This design comes from an exercise in tuning for small area, a short achievable clock period and few clock cycles per item on the open sky130 flow, not from production work. No functional check of the RTL was part of any run shown here. Power and IR drop assume default switching activity.

### flow/constraint.sdc
create_clock -name core_clock -period 11.0 [get_ports {clock}]
set_input_delay 2.2000 -clock core_clock [delete_from_list [all_inputs] [get_ports {clock}]]
set_output_delay 2.2000 -clock core_clock [all_outputs]
set_load 0.01 [all_outputs]
### flow/flow/run.sh
#!/bin/bash
# Standard synthesis and layout; only the setup repair margin is raised so
# that repair_timing works towards a shorter period than the 11 ns clock.
set -euo pipefail
bash standard.sh synth > synth.log 2>&1
bash standard.sh finish SETUP_SLACK_MARGIN=6 > layout.log 2>&1
### flow/standard.sh
#!/bin/bash
# synth_recipe.tcl (not shown) runs the flow's synth.tcl, then flattens the netlist and writes it again
# the make line also repeats each setting of config.mk as NAME=value (left out here)
make -C /OpenROAD-flow-scripts/flow DESIGN_CONFIG=/design/flow/config.mk WORK_HOME=/design/flow/orfs CLKGATE_MAP_FILE= SYNTH_SCRIPT=/design/flow/synth_recipe.tcl "${@:-finish}"
### flow/design.v
module muldiv_engine #(
  parameter int WIDTH      = 32,
  parameter int MUL_STAGES = 2
) (
  input  logic             clock,
  input  logic             reset,
  input  logic             flush,
  input  logic [WIDTH-1:0] in_src0,
  input  logic [WIDTH-1:0] in_src1,
  input  logic [1:0]       in_op,
  input  logic             in_sign,
  input  logic             in_valid,
  output logic             in_ready,
  output logic             out_valid,
  input  logic             out_ready,
  output logic [WIDTH-1:0] out_res0,
  output logic [WIDTH-1:0] out_res1,
  output logic             busy
);
  localparam logic [2:0] IDLE = 3'd0;
  localparam logic [2:0] MUL  = 3'd1;
  localparam logic [2:0] NORM = 3'd2;
  localparam logic [2:0] DIV  = 3'd3;
  localparam logic [2:0] DONE = 3'd4;
  localparam logic [1:0] OP_MUL = 2'd1;
  localparam logic [1:0] OP_DIV = 2'd2;
  logic [2:0]  state;
  logic [4:0]  cnt;      
  logic [63:0] P;        
  logic [34:0] A;        
  logic [32:0] B;        
  logic        qneg, qnz;
  logic [4:0]  qpos;
  logic [8:0]  bc;       
  logic accept;
  assign in_ready  = (state == IDLE) && !flush;
  assign accept    = in_valid && in_ready;
  assign out_valid = (state == DONE);
  assign busy      = (state != IDLE);
  logic [31:0] qmask;
  always_comb
    for (int i = 0; i < 32; i++) qmask[i] = qneg & qnz & (qpos < i);
  assign out_res0 = P[31:0] ^ qmask;
  assign out_res1 = P[63:32];
  function automatic logic [5:0] muldiv_len(input logic [31:0] t);
    muldiv_len[5] = t[31];
    muldiv_len[4] = t[15] & ~t[31];
    muldiv_len[3] = (t[7] & ~t[15]) | (t[23] & ~t[31]);
    muldiv_len[2] = 1'b0;
    muldiv_len[1] = 1'b0;
    muldiv_len[0] = 1'b0;
    for (int m = 3; m < 32; m += 8) muldiv_len[2] = muldiv_len[2] | (t[m] & ~t[m+4]);
    for (int m = 1; m < 32; m += 4) muldiv_len[1] = muldiv_len[1] | (t[m] & ~t[m+2]);
    for (int m = 0; m < 31; m += 2) muldiv_len[0] = muldiv_len[0] | (t[m] & ~t[m+1]);
  endfunction
  logic        nega, negb, dz, swap;
  logic [31:0] yb, bm1, mcand, mplier;
  logic [34:0] ealign;
  logic [31:0] ea, eb, tha, thb;
  logic [5:0]  la, lb;
  logic        dtriv;
  logic [6:0]  diff;
  assign nega   = in_sign & in_src0[31];
  assign negb   = in_sign & in_src1[31];
  assign yb     = in_src1 ^ {32{negb}};
  assign ea     = {in_src0[31] & ~in_sign, in_src0[31:1] ^ in_src0[30:0]};
  assign eb     = {in_src1[31] & ~in_sign, in_src1[31:1] ^ in_src1[30:0]};
  muldiv_smear u_tha (.x(ea), .t(tha));
  muldiv_smear u_thb (.x(eb), .t(thb));
  assign la     = muldiv_len(tha);
  assign lb     = muldiv_len(thb);
  muldiv_add #(.N(32)) u_bm1 (.a(in_src1), .b(32'hffffffff), .cin(1'b0), .s(bm1));
  assign dz     = (in_src1 == 32'd0);
  assign swap   = |({thb[29], thb[23], thb[17], thb[11], thb[5]}
                    & ~{tha[29], tha[23], tha[17], tha[11], tha[5]});
  assign mcand  = swap ? in_src1 : in_src0;
  assign mplier = swap ? in_src0 : in_src1;
  assign dtriv  = dz | |(thb & ~(nega ? {tha[30:0], 1'b1} : tha));
  assign diff   = {1'b0, B[5:0]} + {6'd0, dneg} - {1'b0, B[11:6]};
  assign ealign = {35{~dneg}}
                ^ (35'(A << {diff[5:1], 1'b1})
                   | ({35{~dpos | dneg}} & ~(35'h7ffffffff << {diff[5:1], 1'b1})));
  function automatic logic [2:0] booth_ctl(input logic [2:0] w);
    booth_ctl = {w[2] & ~(w[1] & w[0]), w[1] ^ w[0],
                 (w[2] & ~w[1] & ~w[0]) | (~w[2] & w[1] & w[0])};
  endfunction
  function automatic logic [8:0] booth_ctl3(input logic [6:0] w);
    booth_ctl3 = {booth_ctl(w[6:4]), booth_ctl(w[4:2]), booth_ctl(w[2:0])};
  endfunction
  logic [37:0] bx, bxa, bxb;
  logic [2:0]  cnt_dn, ia, ib;
  logic [5:0]  oha, ohb;
  logic [8:0]  bc_next, bca, bcb;
  logic [2:0]  nd, od, td;
  logic [34:0] sel [0:2];
  logic [34:0] pp [0:2];
  logic [63:0] mul_next;
  assign cnt_dn  = cnt[2:0] - 3'd1;
  assign bx      = {{4{B[32]}}, B, 1'b0};
  assign bc_next = booth_ctl3(bx[6*cnt_dn +: 7]);
  assign oha     = {1'b0, tha[29], tha[23], tha[17], tha[11], tha[5]}
                 ^ {tha[29], tha[23], tha[17], tha[11], tha[5], 1'b1};
  assign ohb     = {1'b0, thb[29], thb[23], thb[17], thb[11], thb[5]}
                 ^ {thb[29], thb[23], thb[17], thb[11], thb[5], 1'b1};
  assign ia      = {oha[5] | oha[4], oha[3] | oha[2], oha[5] | oha[3] | oha[1]};
  assign ib      = {ohb[5] | ohb[4], ohb[3] | ohb[2], ohb[5] | ohb[3] | ohb[1]};
  assign bxa     = {{5{in_sign & in_src0[31]}}, in_src0, 1'b0};
  assign bxb     = {{5{in_sign & in_src1[31]}}, in_src1, 1'b0};
  always_comb begin
    logic [6:0] wa, wb;
    wa = 7'd0;
    wb = 7'd0;
    for (int c = 0; c < 6; c++) begin
      wa = wa | ({7{oha[c]}} & bxa[6*c +: 7]);
      wb = wb | ({7{ohb[c]}} & bxb[6*c +: 7]);
    end
    bca = booth_ctl3(wa);
    bcb = booth_ctl3(wb);
  end
  assign {nd[2], od[2], td[2], nd[1], od[1], td[1], nd[0], od[0], td[0]} = bc;
  for (genvar d = 0; d < 3; d++) begin : g_pp
    assign sel[d] = ({35{od[d]}} & A) | ({35{td[d]}} & {A[33:0], 1'b0});
    assign pp[d]  = sel[d] ^ {35{nd[d]}};
  end
  logic [41:0] ml, my2, my1, my0, c1_s, c1_c, c2_i, c2_s, c2_c;
  logic [3:0]  mu;
  assign ml   = {P[35:0], 1'b0, nd[2], 1'b0, nd[1], 1'b0, nd[0]};
  assign my2  = {{3{pp[2][34]}}, pp[2], 4'b0000};
  assign my1  = {{5{pp[1][34]}}, pp[1], 2'b00};
  assign my0  = {{7{pp[0][34]}}, pp[0]};
  assign c1_s = ml ^ my1 ^ my0;
  assign c1_c = (ml & my1) | (ml & my0) | (my1 & my0);
  assign c2_i = {c1_c[40:0], 1'b0};
  assign c2_s = c1_s ^ c2_i ^ my2;
  assign c2_c = (c1_s & c2_i) | (c1_s & my2) | (c2_i & my2);
  assign mu   = {3'b000, c1_c[41]} + {3'b000, c2_c[41]}
              - {3'b000, my2[41]} - {3'b000, my1[41]} - {3'b000, my0[41]};
  muldiv_add #(.N(64)) u_mul (.a({P[57:36], c2_s}), .b({{18{mu[3]}}, mu, c2_c[40:0], 1'b0}),
                              .cin(1'b0), .s(mul_next));
  logic [34:0] rx, d1, d2a, eh;
  logic [35:0] d2b, cs3_s, cs3_c;
  logic        sd1, sd2a, sd2b;
  logic        ge1, ge2, dpos, dneg, cval, cdec;
  logic [31:0] r2;
  assign rx    = {{3{dneg & P[63]}}, P[63:32]};
  assign eh    = {A[34], A[34:1]};
  assign cval  = dneg | dpos;
  assign cdec  = ~dneg & dpos;
  assign cs3_s = {rx[34], rx} ^ {A[34], A} ^ {eh[34], eh};
  assign cs3_c = {((rx & A) | (rx & eh) | (A & eh)), cval};
  muldiv_add2 #(.N(35)) u_d1  (.a(rx), .b(A),  .cv(cval), .cd(cdec), .s(d1),  .sd(sd1));
  muldiv_add2 #(.N(35)) u_d2a (.a(rx), .b(eh), .cv(cval), .cd(cdec), .s(d2a), .sd(sd2a));
  muldiv_add2 #(.N(36)) u_d2b (.a(cs3_s), .b(cs3_c), .cv(cval), .cd(cdec), .s(d2b), .sd(sd2b));
  assign ge1 = sd1 ^ ~dneg;
  assign ge2 = ge1 ? (sd2b ^ ~dneg) : (sd2a ^ ~dneg);
  assign r2  = ge1 ? (ge2 ? d2b[31:0] : d1[31:0]) : (ge2 ? d2a[31:0] : P[63:32]);
  always_ff @(posedge clock) begin
    if (reset) begin
      state <= IDLE;
    end else if (flush) begin
      state <= IDLE;
    end else begin
      case (state)
        IDLE: begin
          if (accept) begin
            if (in_op == OP_MUL) state <= MUL;
            else if (in_op == OP_DIV) state <= dtriv ? DONE : NORM;
          end
        end
        MUL:  if (cnt == 5'd0) state <= DONE;
        NORM: state <= DIV;
        DIV:  if (cnt == 5'd0) state <= DONE;
        DONE: if (out_ready) state <= IDLE;
        default: state <= IDLE;
      endcase
    end
  end
  always_ff @(posedge clock) begin
    case (state)
      IDLE: begin
        if (accept) begin
          if (in_op == OP_DIV) begin
            A    <= {3'b000, (nega & ~negb) ? bm1 : yb};
            B    <= {21'd0, lb, la};
            P    <= {in_src0, {32{dz}}};
            dpos <= ~negb;
            dneg <= nega;
            qneg <= (nega ^ negb) & ~dz;
            qnz  <= 1'b0;
          end else begin
            A    <= {{3{in_sign & mcand[31]}}, mcand};
            B    <= {in_sign & mplier[31], mplier};
            bc   <= swap ? bca : bcb;
            P    <= 64'd0;
            cnt  <= {2'b00, swap ? ia : ib};
            qneg <= 1'b0;
          end
        end
      end
      MUL: begin
        P   <= mul_next;
        bc  <= bc_next;
        cnt <= cnt - 5'd1;
      end
      NORM: begin
        A   <= ealign;
        cnt <= diff[5:1];
      end
      DIV: begin
        P   <= {r2, P[29:0], ge1, ge2};
        if (ge2) begin
          qnz  <= 1'b1;
          qpos <= 5'd0;
        end else if (ge1) begin
          qnz  <= 1'b1;
          qpos <= 5'd1;
        end else begin
          qpos <= qpos + 5'd2;
        end
        A   <= {{2{A[34]}}, A[34:2]};
        cnt <= cnt - 5'd1;
      end
      default: ;
    endcase
  end
endmodule
module muldiv_add #(
  parameter int N = 32
) (
  input  logic [N-1:0] a,
  input  logic [N-1:0] b,
  input  logic         cin,
  output logic [N-1:0] s
);
  localparam int L = $clog2(N);
  logic [N-1:0] p0;
  logic [N-1:0] g [0:L];
  logic [N-1:0] p [0:L];
  assign p0   = a ^ b;
  assign g[0] = (a & b) | {{(N-1){1'b0}}, p0[0] & cin};
  assign p[0] = p0;
  for (genvar l = 0; l < L; l++) begin : g_lvl
    for (genvar i = 0; i < N; i++) begin : g_bit
      if ((i >> l) % 2 == 1) begin : g_comb
        localparam int J = ((i >> l) << l) - 1;
        assign g[l+1][i] = g[l][i] | (p[l][i] & g[l][J]);
        assign p[l+1][i] = p[l][i] & p[l][J];
      end else begin : g_pass
        assign g[l+1][i] = g[l][i];
        assign p[l+1][i] = p[l][i];
      end
    end
  end
  assign s = p0 ^ {g[L][N-2:0], cin};
endmodule
module muldiv_add2 #(
  parameter int N = 32
) (
  input  logic [N-1:0] a,
  input  logic [N-1:0] b,
  input  logic         cv,
  input  logic         cd,
  output logic [N-1:0] s,
  output logic         sd
);
  localparam int L = $clog2(N);
  logic [N-1:0] p0;
  logic [N-1:0] g [0:L];
  logic [N-1:0] p [0:L];
  assign p0   = a ^ b;
  assign g[0] = a & b;
  assign p[0] = p0;
  for (genvar l = 0; l < L; l++) begin : g_lvl
    for (genvar i = 0; i < N; i++) begin : g_bit
      if ((i >> l) % 2 == 1) begin : g_comb
        localparam int J = ((i >> l) << l) - 1;
        assign g[l+1][i] = g[l][i] | (p[l][i] & g[l][J]);
        assign p[l+1][i] = p[l][i] & p[l][J];
      end else begin : g_pass
        assign g[l+1][i] = g[l][i];
        assign p[l+1][i] = p[l][i];
      end
    end
  end
  assign s  = p0 ^ {g[L][N-2:0] | (p[L][N-2:0] & {(N-1){cv}}), cv};
  assign sd = p0[N-1] ^ (g[L][N-2] | (p[L][N-2] & cd));
endmodule
module muldiv_smear (
  input  logic [31:0] x,
  output logic [31:0] t
);
  logic [31:0] o [0:5];
  assign o[0] = x;
  for (genvar l = 0; l < 5; l++) begin : g_lvl
    for (genvar i = 0; i < 32; i++) begin : g_bit
      if (((31 - i) >> l) % 2 == 1) begin : g_comb
        localparam int J = 31 - ((((31 - i) >> l) << l) - 1);
        assign o[l+1][i] = o[l][i] | o[l][J];
      end else begin : g_pass
        assign o[l+1][i] = o[l][i];
      end
    end
  end
  assign t = o[5];
endmodule
### flow/config.mk
export PLATFORM = sky130hd
export DESIGN_NAME = muldiv_engine
export DESIGN_NICKNAME = muldiv_engine
export VERILOG_FILES = /design/flow/design.v
export SDC_FILE = /design/flow/constraint.sdc
export NUM_CORES = 4
export LEC_CHECK = 0
export CAP_MARGIN = 20
export CORE_MARGIN = 2
export CORE_UTILIZATION = 40
export SLEW_MARGIN = 20
export TNS_END_PERCENT = 5
==> notes.md, run 1 <==
The run finished with no timing, DRC or antenna violations. The number of DRC violations after detailed-routing iteration 0 is 3595. The number of placement rows came out at 96. The via count of the routed design is 28030. The fraction of registers with async set or reset after synthesis came out at 0%. The final estimated routing congestion in global placement came out at 1.054. The transition at the pin with the smallest max-transition slack is approximately 1.3 ns. The critical path in this run is classified as reg2reg. The fraction of layout instances using a drive strength above 1 is 14.36%. The residual antenna-violating net count after detailed routing is 0.

The final standard cell area without fillers is ~32000 um2. Measured along the x axis, the die boundary spans between 200 and 300 um. The I/O pin count is 139. The global routing stage identified its most utilized layer as met2. Counting the buffers created by CTS gives 17.

The post-detailed-route wirelength per cell is 27.22 um. In this run the worst hold path is classified as reg2reg. The chip height came out at between 200 and 300 um. The die covers 71660 um2. The total negative slack for setup checks came out at 0 ns.

The number of antenna violations at the first check in global routing is 3. The post-cts hold buffer count came out at 0. The clock edge transition at the registers on the reported setup and hold paths came out at 0.08 ns. The number of flops mapped to enable cells by yosys is ~160. The synthesized area per cell came out at 8.251 um2. The net count after synthesis came out at 3783. The worst hold margin is 0.6319 ns. The highest achievable clock rate came out at 0.1632 GHz.

Summing the sequential cell areas from Yosys gives 16.95% of the chip area. Data arrives at the worst endpoint at 6.38 ns. The HPWL after detailed placement is 88.98 mm. The total grt overflow is 0. For the worst-skew pair, the clock arrives at the later sink with an insertion delay of 0.51 ns. STA classifies the critical path endpoint as a flop. The final critical path takes up 55.71% of the cycle.

The leakage power total is 0.01288 uW. The global-route usage over all layers is about 33%. The post-detailed-routing wire length came out at roughly 120 mm.

The total number of clock tree sinks is approximately 160. The clock tree root buffer cell is sky130_fd_sc_hd__clkbuf_16. The netlist uses 93 different library cells.

The peak supply drop came out at 0.0001315 V. The biggest fanout along the worst timing path came out at 4. The initial core utilization is between 40% and 50%. The slowest stage of the critical path is the sky130_fd_sc_hd__a222oi_1 cell.

The via count normalized by instance count came out at 6.400. The count of final max-slew check failures is 0. The H-tree depth is 4. In the global route stage, met2 resource usage came out at 49.25%. The area overhead of the layout relative to synthesis is 16.20%.

The Yosys warning count came out at 17. After detailed routing, the number of remaining DRC violations is 0. The largest buffer count on any clock path is 2. The largest single stage delay on the critical path is 1.08 ns.

The placed instances occupy a cell area of 29960 um2. The placeable core area is 68710 um2. The number of fill cells in the layout is 6868. The number of buffers inserted by port buffering is ~140. Synthesis handed over a netlist of 3371 instances.

The global routing met1 resource utilization came out at between 40% and 50%. STA classifies the critical path startpoint as a flop. The final-stage net count is a little under 4000. The first-pass GRT wire length is 174.4 mm.

The synthesized area is 27810 um2. The number of maximum-capacitance constraint violations is 0. The clock tree skew after final layout came out at 0.03481 ns.

The dominant register cell in the synthesized netlist is sky130_fd_sc_hd__edfxtp_1. The signal on the critical path passes through buf_6 > a22oi_2 > xnor2_4 > fa_1 > fa_2 > inv_2 > ha_4 > inv_2 > ha_4 > inv_2 > fa_2 > fa_2 > buf_12 > ha_4 > a21oi_2 > o21bai_2 > a21oi_4 > nand3_2 > o21ai_4 > a222oi_1 > o31ai_1 > a311o_1. The relative slew slack came out at a little under an eighth. Setup repair after global routing could not meet its margin everywhere. The final critical-path required period came out at 6.128 ns. The via count of the first global-routing pass was 26030.

The critical path required time is roughly 11 ns. The power per unit of standard cell area came out at around 170 nW/um2. The setup-violating endpoint count in the final report is 0. The global-route track usage on met3 came out at 5.995%. The largest net degree at the start of global routing came out at 58. TritonCTS built the clock tree. The number of hold violations in the final report came out at 0.

The iteration count of the initial detailed-routing pass is 9. The number of register bits inferred by synthesis came out at 158.
==> layout make-up <==
type | instances | area, um2 | share of cell area (%)
clock buffers | 17 | 425.4 | 1.316
multi-input cells | 2756 | 22160 | 68.58
well taps | 931 | 1165 | 3.604
clock inverters | 15 | 170.2 | 0.5265
flip-flops and latches | 158 | 4716 | 14.59
diodes | 3 | 7.507 | 0.02323
inverters | 174 | 666.9 | 2.063
repair buffers | 326 | 3005 | 9.299
==> sequential cells by signal (all words and copies together), names as in the netlist <==
signal / flops
P: 64
dneg: 1
qnz: 1
qneg: 1
qpos: 5
bc: 9
dpos: 1
cnt: 5
A: 35
state: 3
B: 33
==> final timing paths <==
path | start | end | slack [ns] | cells past startpoint
max | A[33] | P[60] | 4.87 | 22
min reg2reg | A[22] | A[20] | 0.63 | 2
max reg2reg | A[33] | P[60] | 4.87 | 22
min | A[22] | A[20] | 0.63 | 2
==> cell usage in the layout (no fill, tap or decap), types with 53 or more instances in the layout <==
cell type                         count
sky130_fd_sc_hd__xnor2_1            204
sky130_fd_sc_hd__nor3_1              60
sky130_fd_sc_hd__fa_1               114
sky130_fd_sc_hd__xor2_1              98
sky130_fd_sc_hd__inv_1              154
sky130_fd_sc_hd__o21ai_0            178
sky130_fd_sc_hd__a22oi_1            113
sky130_fd_sc_hd__nor2_1             157
sky130_fd_sc_hd__a21o_1              53
sky130_fd_sc_hd__clkdlybuf4s50_1     86
sky130_fd_sc_hd__nand2_1            314
sky130_fd_sc_hd__nand3_1             83
sky130_fd_sc_hd__a21oi_1            264
sky130_fd_sc_hd__mux2i_1            103
sky130_fd_sc_hd__buf_4              162
sky130_fd_sc_hd__ha_1               194
sky130_fd_sc_hd__edfxtp_1           155
==> stage by stage <==
step           setup slack, ns  total power (uW)  utilization, %  instances
2_1_floorplan            5.357              3576               -       3371
3_5_place_dp             3.649              4548           43.61       4240
3_3_place_gp             3.561              4536           43.60       4240
6_report                 4.872              5585           47.04       4380
5_1_grt                  4.900              6001           47.03       4377
4_1_cts                  5.129              5367           46.19       4338
==> cells in the mapped netlist (35+ instances only) <==
cell | count | area (um2)
sky130_fd_sc_hd__fa_1 | 119 | 2382
sky130_fd_sc_hd__nor3_1 | 63 | 315.3
sky130_fd_sc_hd__nand2_1 | 319 | 1197
sky130_fd_sc_hd__clkbuf_1 | 196 | 735.7
sky130_fd_sc_hd__a211oi_1 | 36 | 270.3
sky130_fd_sc_hd__buf_4 | 36 | 270.3
sky130_fd_sc_hd__xnor2_1 | 209 | 1831
sky130_fd_sc_hd__o211ai_1 | 44 | 330.3
sky130_fd_sc_hd__a31oi_1 | 42 | 262.8
sky130_fd_sc_hd__nand3_1 | 86 | 430.4
sky130_fd_sc_hd__ha_1 | 221 | 2765
sky130_fd_sc_hd__inv_1 | 170 | 638.1
sky130_fd_sc_hd__nor2_1 | 167 | 626.9
sky130_fd_sc_hd__xor2_1 | 101 | 884.6
sky130_fd_sc_hd__a21oi_1 | 272 | 1361
sky130_fd_sc_hd__mux2i_1 | 104 | 1041
sky130_fd_sc_hd__mux4_2 | 35 | 788.3
sky130_fd_sc_hd__edfxtp_1 | 155 | 4654
sky130_fd_sc_hd__a21o_1 | 53 | 397.9
sky130_fd_sc_hd__o21ai_0 | 187 | 935.9
sky130_fd_sc_hd__a22oi_1 | 120 | 900.9
==> worst max-delay path, delay by kind of cell (launching register included) <==
| family | cells | cell delay, ns |
|---|---|---|
| compound gates | 8 | 2.27 |
| xor+xnor | 1 | 0.14 |
| fa+ha+maj | 7 | 2.36 |
| buf+inv | 5 | 0.47 |
| flops | 1 | 0.55 |
| simple gates | 1 | 0.09 |
==> where the power goes <==
group	switching (uW)	total [uW]	internal (uW)	leakage, uW
clock	329	634	305	0.000288
combinational	2430	4170	1740	0.0111
sequential	65.9	781	716	0.00150
total	2820	5580	2760	0.0129
==> cell families (layout without fill, tap and decap cells) <==
| logic type | after synthesis | after routing | synth area share [%] |
|---|---|---|---|
| other cells | 0 | 3 | 0 |
| buf+inv | 457 | 532 | 6.757 |
| flops | 158 | 158 | 16.95 |
| compound gates | 1057 | 1057 | 25.19 |
| mux | 152 | 152 | 7.103 |
| fa+ha+maj | 340 | 340 | 18.51 |
| simple gates | 897 | 897 | 15.73 |
| xor+xnor | 310 | 310 | 9.762 |
==> routing by layer <==
metal  share of wire, %  up-vias  wire length [um]
met3                9.9      284             11840
li1                   -    12600                 -
met5              0.011        -                13
met1                 42    13620             50110
met4                4.9        2              5900
met2                 43     1521             51370
==> repair_timing <==
action / 4_1_cts / 5_1_grt
setup endpoints to repair: 193 / 192
pin swaps: 43 / 24
hold endpoints to repair: 0 / 0
setup buffers: 64 / 37
cloned: 2 / 2
resized for setup: 315 / 102
==> run 2, diff against run 1 <==
--- a/flow/design.v
+++ b/flow/design.v
@@ -31,4 +31,3 @@
   logic [32:0] B;        
-  logic        qneg, qnz;
-  logic [4:0]  qpos;
+  logic        qneg;
   logic [8:0]  bc;       
@@ -39,18 +38,6 @@
   assign busy      = (state != IDLE);
-  logic [31:0] qmask;
-  always_comb
-    for (int i = 0; i < 32; i++) qmask[i] = qneg & qnz & (qpos < i);
-  assign out_res0 = P[31:0] ^ qmask;
+  logic [31:0] qlo;
+  muldiv_orlo u_qlo (.x(P[31:0]), .t(qlo));
+  assign out_res0 = P[31:0] ^ ({32{qneg}} & {qlo[30:0], 1'b0});
   assign out_res1 = P[63:32];
-  function automatic logic [5:0] muldiv_len(input logic [31:0] t);
-    muldiv_len[5] = t[31];
-    muldiv_len[4] = t[15] & ~t[31];
-    muldiv_len[3] = (t[7] & ~t[15]) | (t[23] & ~t[31]);
-    muldiv_len[2] = 1'b0;
-    muldiv_len[1] = 1'b0;
-    muldiv_len[0] = 1'b0;
-    for (int m = 3; m < 32; m += 8) muldiv_len[2] = muldiv_len[2] | (t[m] & ~t[m+4]);
-    for (int m = 1; m < 32; m += 4) muldiv_len[1] = muldiv_len[1] | (t[m] & ~t[m+2]);
-    for (int m = 0; m < 31; m += 2) muldiv_len[0] = muldiv_len[0] | (t[m] & ~t[m+1]);
-  endfunction
   logic        nega, negb, dz, swap;
@@ -59,4 +46,4 @@
   logic [31:0] ea, eb, tha, thb;
-  logic [5:0]  la, lb;
-  logic        dtriv;
+  logic [4:0]  ma, mb;
+  logic        za, zb, dtriv;
   logic [6:0]  diff;
@@ -69,8 +56,7 @@
   muldiv_smear u_thb (.x(eb), .t(thb));
-  assign la     = muldiv_len(tha);
-  assign lb     = muldiv_len(thb);
+  muldiv_msb u_msba (.x(ea), .m(ma), .z(za));
+  muldiv_msb u_msbb (.x(eb), .m(mb), .z(zb));
   muldiv_add #(.N(32)) u_bm1 (.a(in_src1), .b(32'hffffffff), .cin(1'b0), .s(bm1));
   assign dz     = (in_src1 == 32'd0);
-  assign swap   = |({thb[29], thb[23], thb[17], thb[11], thb[5]}
-                    & ~{tha[29], tha[23], tha[17], tha[11], tha[5]});
+  assign swap   = |(thb & ~tha);
   assign mcand  = swap ? in_src1 : in_src0;
@@ -78,3 +64,4 @@
   assign dtriv  = dz | |(thb & ~(nega ? {tha[30:0], 1'b1} : tha));
-  assign diff   = {1'b0, B[5:0]} + {6'd0, dneg} - {1'b0, B[11:6]};
+  assign diff   = (B[5] ? 7'h7f : {2'b00, B[4:0]}) + {6'd0, dneg}
+                - (B[11] ? 7'h7f : {2'b00, B[10:6]});
   assign ealign = {35{~dneg}}
@@ -183,3 +170,3 @@
             A    <= {3'b000, (nega & ~negb) ? bm1 : yb};
-            B    <= {21'd0, lb, la};
+            B    <= {21'd0, zb, mb, za, ma};
             P    <= {in_src0, {32{dz}}};
@@ -188,3 +175,2 @@
             qneg <= (nega ^ negb) & ~dz;
-            qnz  <= 1'b0;
           end else begin
@@ -210,11 +196,2 @@
         P   <= {r2, P[29:0], ge1, ge2};
-        if (ge2) begin
-          qnz  <= 1'b1;
-          qpos <= 5'd0;
-        end else if (ge1) begin
-          qnz  <= 1'b1;
-          qpos <= 5'd1;
-        end else begin
-          qpos <= qpos + 5'd2;
-        end
         A   <= {{2{A[34]}}, A[34:2]};
@@ -255,2 +232,36 @@
 endmodule
+module muldiv_msb (
+  input  logic [31:0] x,
+  output logic [4:0]  m,
+  output logic        z
+);
+  logic [15:0]      z1;
+  logic [15:0][0:0] p1;
+  logic [7:0]       z2;
+  logic [7:0][1:0]  p2;
+  logic [3:0]       z3;
+  logic [3:0][2:0]  p3;
+  logic [1:0]       z4;
+  logic [1:0][3:0]  p4;
+  always_comb begin
+    for (int i = 0; i < 16; i++) begin
+      z1[i] = ~(x[2*i+1] | x[2*i]);
+      p1[i] = x[2*i+1];
+    end
+    for (int i = 0; i < 8; i++) begin
+      z2[i] = z1[2*i+1] & z1[2*i];
+      p2[i] = z1[2*i+1] ? {1'b0, p1[2*i]} : {1'b1, p1[2*i+1]};
+    end
+    for (int i = 0; i < 4; i++) begin
+      z3[i] = z2[2*i+1] & z2[2*i];
+      p3[i] = z2[2*i+1] ? {1'b0, p2[2*i]} : {1'b1, p2[2*i+1]};
+    end
+    for (int i = 0; i < 2; i++) begin
+      z4[i] = z3[2*i+1] & z3[2*i];
+      p4[i] = z3[2*i+1] ? {1'b0, p3[2*i]} : {1'b1, p3[2*i+1]};
+    end
+    z = z4[1] & z4[0];
+    m = z4[1] ? {1'b0, p4[0]} : {1'b1, p4[1]};
+  end
+endmodule
 module muldiv_add2 #(
@@ -298,2 +309,20 @@
         assign o[l+1][i] = o[l][i] | o[l][J];
+      end else begin : g_pass
+        assign o[l+1][i] = o[l][i];
+      end
+    end
+  end
+  assign t = o[5];
+endmodule
+module muldiv_orlo (
+  input  logic [31:0] x,
+  output logic [31:0] t
+);
+  logic [31:0] o [0:5];
+  assign o[0] = x;
+  for (genvar l = 0; l < 5; l++) begin : g_lvl
+    for (genvar i = 0; i < 32; i++) begin : g_bit
+      if ((i >> l) % 2 == 1) begin : g_comb
+        localparam int J = ((i >> l) << l) - 1;
+        assign o[l+1][i] = o[l][i] | o[l][J];
       end else begin : g_pass
==> notes.md, run 2 <==
The flow ran to the end and the layout has no timing, DRC or antenna violations. The residual antenna-violating net count after detailed routing came out at 0 (unchanged). The critical register-to-register path startpoint is dneg. The placement-stage cell area was 29500 um2 (-1.6%).

The distinct cell type count after synthesis came out at 93 (unchanged). The most critical setup path has its startpoint at P[2]. The synthesized area came out at 27320 um2 (-1.8%). The share of synthesized area occupied by flip-flops and latches came out at 16.59% (-0.36 points).

The worst hold path begins at cnt[3]. The library cells used most frequently in the layout, excluding fill and tap cells, are sky130_fd_sc_hd__a21oi_1, sky130_fd_sc_hd__nand2_1, sky130_fd_sc_hd__xnor2_1. The H-tree depth came out at 4 (unchanged). The DRC violations left is 0 (unchanged). The count of final max-slew check failures was 0 (unchanged). The area enclosed by the die boundary came out at 70420 um2 (-1.7%). The post-detailed-route wirelength per cell was 26.76 um (-1.7%). The power per unit of standard cell area is 202.0 nW/um2 (+17%). The post-synthesis cell count came out at 3317 (-1.6%). The biggest fanout along the worst timing path is 6 (+2). The clock tree skew after final layout came out at 0.01297 ns (-0.02184 ns). The horizontal die dimension was 265.4 um (-0.87%).

The I/O pin count is 139 (unchanged). The placeable core area is 67400 um2 (-1.9%). The initial core utilization came out at 40.54% (+0.061 points). The CTS buffer count was 17 (unchanged). The flip-flop count of the largest register after layout was 64 (unchanged).

The tightest min-delay check is of the reg2reg type. The post-detailed-routing wire length came out at 116.1 mm (-2.7%). The worst endpoint data arrival time was 4.32 ns (-2.06 ns). The number of fill cells in the layout came out at 6589 (-4.1%). The power consumption was 6556 uW (+17%). The clock edge transition at the registers on the reported setup and hold paths was 0.08 ns (about the same). The share of the synthesized area in the top cell type came to 16.38% (-0.36 points). The final-stage net count came to 3857 (+0.31%). The total area of multi-input combinational cells is 22350 um2 (+0.86%). The via count of the first global-routing pass is 26100 (+0.27%). TritonCTS built the clock tree. The number of register bits inferred by synthesis came out at 152 (-3.8%).

The most common cell after layout, fill and taps aside is sky130_fd_sc_hd__a21oi_1. The insertion delay to the later sink of the worst-skew pair came out at 0.51 ns (about the same). The number of flops mapped to enable cells by yosys came out at 149 (-3.9%). The total grt overflow is 0 (unchanged). The post-cts hold buffer count came to 0 (unchanged). The post-route non-filler standard cell count is 4338 (-0.96%). The critical path required time came out at 8.80 ns (-2.45 ns). The nature of the critical path startpoint is a flop. The setup-violating endpoint count in the final report came to 0 (unchanged). P holds more flip-flops than any other register. The via count normalized by instance count is 6.447 (+0.75%). Setup repair after global routing could not meet its margin everywhere. The number of placement rows is 95 (-1.0%). The total negative slack for setup checks came out at 0 ns (unchanged). The total number of clock tree sinks came out at 152 (-3.8%). The largest buffer count on any clock path is 2 (unchanged).

The first-pass GRT wire length came to 168.1 mm (-3.6%). The iteration count of the initial detailed-routing pass is 6 (-3). The final estimated routing congestion in global placement came out at 1.020 (-3.2%). By count the netlist is led by sky130_fd_sc_hd__a21oi_1, sky130_fd_sc_hd__nand2_1, sky130_fd_sc_hd__xnor2_1, sky130_fd_sc_hd__nor2_1, sky130_fd_sc_hd__ha_1.

The chip height is 265.4 um (-0.87%). The final critical-path setup slack is 4.476 ns (-0.3955 ns). The cell total after placement was 4145 (-2.2%). The final critical-path required period is 6.524 ns (+0.3955 ns). The number of buffers inserted by port buffering came to 138 (unchanged). The peak supply drop is 0.0001458 V (+11%).

The number of cell instances on the worst register-to-register path is 15 (-32%). The final standard cell area without fillers was 32460 um2 (+0.45%). The number of DRC violations after detailed-routing iteration 0 came out at 3324 (-7.5%). The area overhead of the layout relative to synthesis is 18.81%. The area taken by flip-flops and latches is 4536 um2 (-3.8%).

The global-route usage over all layers came out at 31.89% (-0.94 points). The Yosys warning count is 20 (+3). The number of antenna violations at the first check in global routing came out at 5 (+2). The worst slack at placement came to 2.951 ns (-0.6986 ns). The net count after synthesis came out at 3724 (-1.6%). The depth of the worst hold-timing path came out at 2 (unchanged). The final clock period utilization by the worst path came out at 59.31% (+3.6 points). The tree is rooted in a sky130_fd_sc_hd__clkbuf_16. The number of maximum-capacitance constraint violations is 0 (unchanged). The transition at the pin with the smallest max-transition slack is 1.156 ns (-0.1736 ns). The synthesized area per cell was 8.237 um2 (-0.16%). STA classifies the critical path endpoint as an output pin. The HPWL after detailed placement came to 85.77 mm (-3.6%). The via count of the routed design is 27970 (-0.22%).

Of all cell types, the one taking the most synthesized area is sky130_fd_sc_hd__edfxtp_1. The cell with the most instances after synthesis is sky130_fd_sc_hd__a21oi_1. For this run, the leading register cell type out of synthesis is sky130_fd_sc_hd__edfxtp_1. The number of hold violations in the final report is 0 (unchanged). In the post-synthesis netlist, the biggest area contributors are sky130_fd_sc_hd__edfxtp_1, sky130_fd_sc_hd__ha_1, sky130_fd_sc_hd__fa_1.

The fraction of registers with async set or reset after synthesis came out at 0% (unchanged). The highest achievable clock rate is 0.1533 GHz (-6.1%). The largest registers in the layout are P x64, A x35, B x33. The relative slew slack is 22.92% (+12 points).

The leakage power total is 0.01284 uW (-0.29%). The largest net degree at the start of global routing was 59 (+1.7%). The fraction of layout instances using a drive strength above 1 is 16.46% (+2.1 points).

By startpoint and endpoint, the worst setup path is classified as reg2out.
-- run 2: cell count changes after synthesis, sizes merged, moves of 16 or more --
| cell | previous run | this run |
|---|---|---|
| a21oi | 273 | 305 |
| inv | 171 | 112 |
| nor2 | 169 | 257 |
| xor2 | 101 | 85 |
| nand3 | 87 | 70 |
| xnor2 | 209 | 265 |
| nand2 | 319 | 265 |
| o221ai | 34 | 13 |
-- run 2: through the flow --
stage                     util, %  hold slack (ns)
after floorplan                 -           0.6124
after global placement      43.77           0.6485
after detailed placement    43.77           0.6531
after CTS                   46.49           0.6737
after global routing        48.16           0.7343
final                       48.17           0.6780
-- run 2: kinds of logic (layout without fill, tap and decap cells) --
kind of cell             count (synthesis)  after routing  synth area share [%]
adder cells (fa/ha/maj)                335            335                 18.61
buffers and inverters                  382            526                 5.797
multiplexers                           154            154                 7.244
AO/OA/AOI/OAI                         1038           1038                 24.55
AND/OR/NAND/NOR                        906            908                 15.98
other                                    0              2                     0
XOR/XNOR                               350            350                 11.22
flip-flops                             152            152                 16.59
-- run 2: per-layer routing --
layer	vias to the layer above	track usage, %	part of all wire (%)
met5	-	0	0.023
met3	376	7.304	10
met2	1547	48.46	43
li1	12550	-	-
met1	13500	41.89	40
met4	4	17.47	6.4
-- run 2: critical path: stages, from the launching register on --
cell                            delay, ns
sky130_fd_sc_hd__edfxtp_1            0.45
sky130_fd_sc_hd__or4_4               0.55
sky130_fd_sc_hd__or3_4               0.38
sky130_fd_sc_hd__nor4_4              0.27
sky130_fd_sc_hd__nand4b_4            0.16
sky130_fd_sc_hd__or3_4               0.36
sky130_fd_sc_hd__or4_4               0.44
sky130_fd_sc_hd__or4_4               0.49
sky130_fd_sc_hd__o41ai_2             0.25
sky130_fd_sc_hd__xnor2_1             0.16
sky130_fd_sc_hd__dlygate4sd2_1       0.29
-- run 2: timing repair --
action                                  CTS  global route
resized for setup                       395            86
pin swaps                                32            48
cloned                                    4             3
endpoints found under the setup margin  205           204
buffers inserted                         77            74
-- run 2: final timing paths --
check	slack [ns]	endpoint
setup / recovery	4.48	out_res0[29]
hold / removal	0.68	cnt[3]
setup reg to reg	5.34	P[59]
hold reg to reg	0.68	cnt[3]
-- run 2: layout make-up --
class / instances / share of cell area, %
repair buffers: 380 / 10.61
multi-input cells: 2785 / 68.86
flip-flops and latches: 152 / 13.97
clock inverters: 14 / 0.4355
inverters: 114 / 1.418
diodes: 2 / 0.01542
clock buffers: 18 / 1.322
well taps: 873 / 3.365
-- run 2: power breakdown --
| part | internal (uW) | switching, uW | total [uW] |
|---|---|---|---|
| logic | 2260 | 2890 | 5150 |
| clock network | 317 | 306 | 623 |
| registers | 702 | 77.1 | 780 |

[separate check: timing with driven ports]
No port has a modelled driver above. Below, the same layouts with a new extraction and two added sets of constraints.
Step 1, drivers: a clkbuf_16 drives clock and a buf_2 each remaining input, both assumed.
Step 2 adds t to the input delays and takes it off the output delays; t is the mean of the earliest and latest rising clock arrival at the registers after step 1. Input paths then give back, and output paths get back, about the clock's delay inside the block.
a / b / c = ideal ports / drivers / drivers and shift; a / b = the first two.
run	t, ns	slack for setup (ns)	pins driven straight from the clock port
run 1	0.552	4.872 / 4.872 / 4.844	1
run 2	0.556	4.476 / 4.423 / 4.644	1
After both steps every run listed still meets setup and hold. The setup slack of run 1, which loses most, moves by 0.000 ns with the drivers and by -0.028 ns with both steps.
